Background: an optimization exercise with open tools, aiming at small area, a short achievable clock period and few clock cycles. Do not read the settings as production practice.
The RTL was checked by simulation tests, not by an equivalence proof against the original design.
No activity file was given, so power comes from the tool's default toggle rates.

Design usb_app, start of the top module:
module usb_app #(
   parameter int RAM_DEPTH = 256,
   parameter int WAIT_W    = 8
) (
   input  logic       clk_i,
   input  logic       rstn_i,
   input  logic [7:0] out_data_i,
   input  logic       out_valid_i,
   output logic       out_ready_o,
   output logic [7:0] in_data_o,
   output logic       in_valid_o,
   input  logic       in_ready_i
);
Size in the first run: about 4300 cells after synthesis, roughly 2400 flip-flops, roughly 64000 um2 of cells after synthesis.
==> flow/config.mk <==
export PLATFORM = sky130hd
export DESIGN_NAME = usb_app
export DESIGN_NICKNAME = usb_app
export VERILOG_FILES = /design/flow/design.v
export SDC_FILE = /design/flow/constraint.sdc
export NUM_CORES = 4
export LEC_CHECK = 0
export ABC_CLOCK_PERIOD_IN_PS = 2400
export CAP_MARGIN = 20
export CORE_MARGIN = 2
export CORE_UTILIZATION = 50
export CTS_CLUSTER_DIAMETER = 62
export CTS_CLUSTER_SIZE = 28
export PLACE_DENSITY = 0.76
export SETUP_SLACK_MARGIN = 2.6
export SLEW_MARGIN = 20
==> flow/constraint.sdc <==
create_clock -name core_clock -period 5.0 [get_ports {clk_i}]
set_input_delay 1.0000 -clock core_clock [delete_from_list [all_inputs] [get_ports {clk_i}]]
set_output_delay 1.0000 -clock core_clock [all_outputs]
set_load 0.01 [all_outputs]
run.sh (not shown) runs the stock make flow with config.mk's settings and CLKGATE_MAP_FILE= SYNTH_SCRIPT=/design/flow/synth_recipe.tcl, a recipe that flattens the netlist after the stock synthesis.
The baseline completed without violations.
Testbench counts at the start, summed over its fixed seeds: cycles 7,044.
Then changed:
CTS_CLUSTER_DIAMETER = 60   (was 62)
CTS_CLUSTER_SIZE = 25   (was 28)
PLACE_DENSITY = 0.7   (was 0.76)
Utilization is higher by 0.49 points.
Power is higher by 2.5%.
Worst setup slack hardly moves.
Via count is lower by 0.50%.
Sequential power stays flat.
Global-route usage is higher by 0.17 points.
Area after synthesis does not change.
Then changed:
PLACE_DENSITY = 0.88   (was 0.7)
After rerunning: Synthesized area is unchanged; final cell count barely changes; global-route usage came out higher by 2.2 points; clock power shrinks by a few percent; via count rose by a few percent; synthesized cell count does not change; routed wire length grows by roughly a tenth; sequential power hardly moves; non-clock buffer count went up by 11; combinational power increases by a few percent.
Then changed:
CTS_BUF_LIST = sky130_fd_sc_hd__clkbuf_8   (was unset)
CTS_CLUSTER_DIAMETER = 50   (was 60)
CTS_CLUSTER_SIZE = 20   (was 25)
PLACE_DENSITY = unset   (was 0.88)
Result: The new run completed without violations. Fmax decreases by 0.52%. Sequential share of layout area goes down by 0.52 points. First-iteration DRC count is lower by 33%. Synthesized area does not change. Utilization came out higher by 0.44 points. Setup slack is worse by 0.013 ns. Non-clock buffer count rises by 31. Routed wire length falls by 8.1%. Power drops by 0.87%.

---

Starting RTL as in the previous note.
Settings: LEC_CHECK=0, ABC_CLOCK_PERIOD_IN_PS=2400, CAP_MARGIN=20, CORE_MARGIN=2, CORE_UTILIZATION=50, CTS_CLUSTER_DIAMETER=60, CTS_CLUSTER_SIZE=25, PLACE_DENSITY=0.75, SETUP_SLACK_MARGIN=2.7, SLEW_MARGIN=20; clock period 5.0 ns.
Testbench counts at the start, summed over its fixed seeds: cycles 7,044.
==> next run, changes <==
CTS_CLUSTER_DIAMETER = 65   (was 60)
CTS_CLUSTER_SIZE = 30   (was 25)
PLACE_DENSITY = 0.72   (was 0.75)
SETUP_SLACK_MARGIN = 2.6   (was 2.7)
After rerunning: Cell count shrinks by about 1.4%. Via count is lower by 2.4%. Setup slack got worse by 0.025 ns. Power went down by 3.6%. Hold slack is worse by 0.10 ns. Critical path depth goes up by 1. Final area went down by 2.3%.
==> next run, changes <==
CTS_BUF_LIST = sky130_fd_sc_hd__clkbuf_8   (was not set)
CTS_CLUSTER_DIAMETER = 45   (was 65)
CTS_CLUSTER_SIZE = 18   (was 30)
PLACE_DENSITY = 0.75   (was 0.72)
What happened: The changed run finished clean. Clock skew drops by 0.033 ns. Via count climbs slightly. Die area stays the same. Setup slack improved by 0.021 ns. Cell count climbs slightly. Clock power drops by a few percent. Maximum frequency climbs slightly. Total power drops slightly. Non-clock buffer count climbs by 1.
==> next run, changes <==
CTS_BUF_LIST = not set   (was sky130_fd_sc_hd__clkbuf_8)
CTS_CLUSTER_DIAMETER = 65   (was 45)
CTS_CLUSTER_SIZE = 30   (was 18)
What happened: Core utilization barely changes. Setup slack gains 0.012 ns. Global-route usage climbs by 0.12 points. Fmax climbs by 0.48%. Final cell count drops by 2.0%. Count of clock-buffer cells in the layout drops by 70. Final area barely changes. Via count drops by 1.1%. Power climbs by 1.1%.
==> next run, changes <==
CTS_CLUSTER_DIAMETER = 60   (was 65)
CTS_CLUSTER_SIZE = 25   (was 30)
SETUP_SLACK_MARGIN = 2.55   (was 2.6)
Worst setup slack loses 0.057 ns.
Total power grows by 2.2%.
Global-route usage hardly moves.
Register-to-register slack loses 0.06 ns.
Area after synthesis stays the same.
Final cell count grows by 0.41%.
Synthesized cell count does not change.
Wire length grows by 0.35%.
Clock skew shrinks by 0.052 ns.
Final area grows by 0.55%.
Flip-flop and latch count does not change.

[port drivers added, routing unchanged]
How much do the figures lean on ideal ports? The routed layouts below were timed once more, with nothing changed but the port constraints. Step 1 assumes that a clkbuf_16 drives the clock port and a buf_2 every other input. Step 2, shift: input delay + t, output delay - t, t = (earliest + latest rising clock arrival at the registers) / 2. This alone moves slack from input paths to output paths. Three values: no drivers, after step 1, after step 2; two values: the first two.
run | shift t [ns] | setup WS [ns] | hold WS [ns]
the first run of note 1 | 0.805 | 2.595 / 2.579 / 1.830 | 0.287 / 0.287 / 0.287
the second run of note 1 | 0.828 | 2.593 / 2.593 / 1.799 | 0.126 / 0.126 / 0.126
the third run of note 1 | 0.839 | 2.510 / 2.524 / 1.711 | 0.254 / 0.254 / 0.254
the fourth run of note 1 | 0.960 | 2.497 / 2.489 / 1.587 | 0.271 / 0.241 / 0.305
the first run of note 2 | 0.799 | 2.571 / 2.571 / 1.811 | 0.281 / 0.281 / 0.281
the second run of note 2 | 0.806 | 2.546 / 2.580 / 1.774 | 0.178 / 0.178 / 0.178
the third run of note 2 | 0.947 | 2.566 / 2.520 / 1.672 | 0.259 / 0.210 / 0.307
the fourth run of note 2 | 0.794 | 2.578 / 2.578 / 1.869 | 0.262 / 0.262 / 0.262
the fifth run of note 2 | 0.835 | 2.521 / 2.520 / 1.769 | 0.289 / 0.289 / 0.289
After both steps setup and hold are still met in every run listed. The setup slack of the fourth run of note 1, which loses most, moves by -0.008 ns with the drivers and by -0.910 ns with both steps.
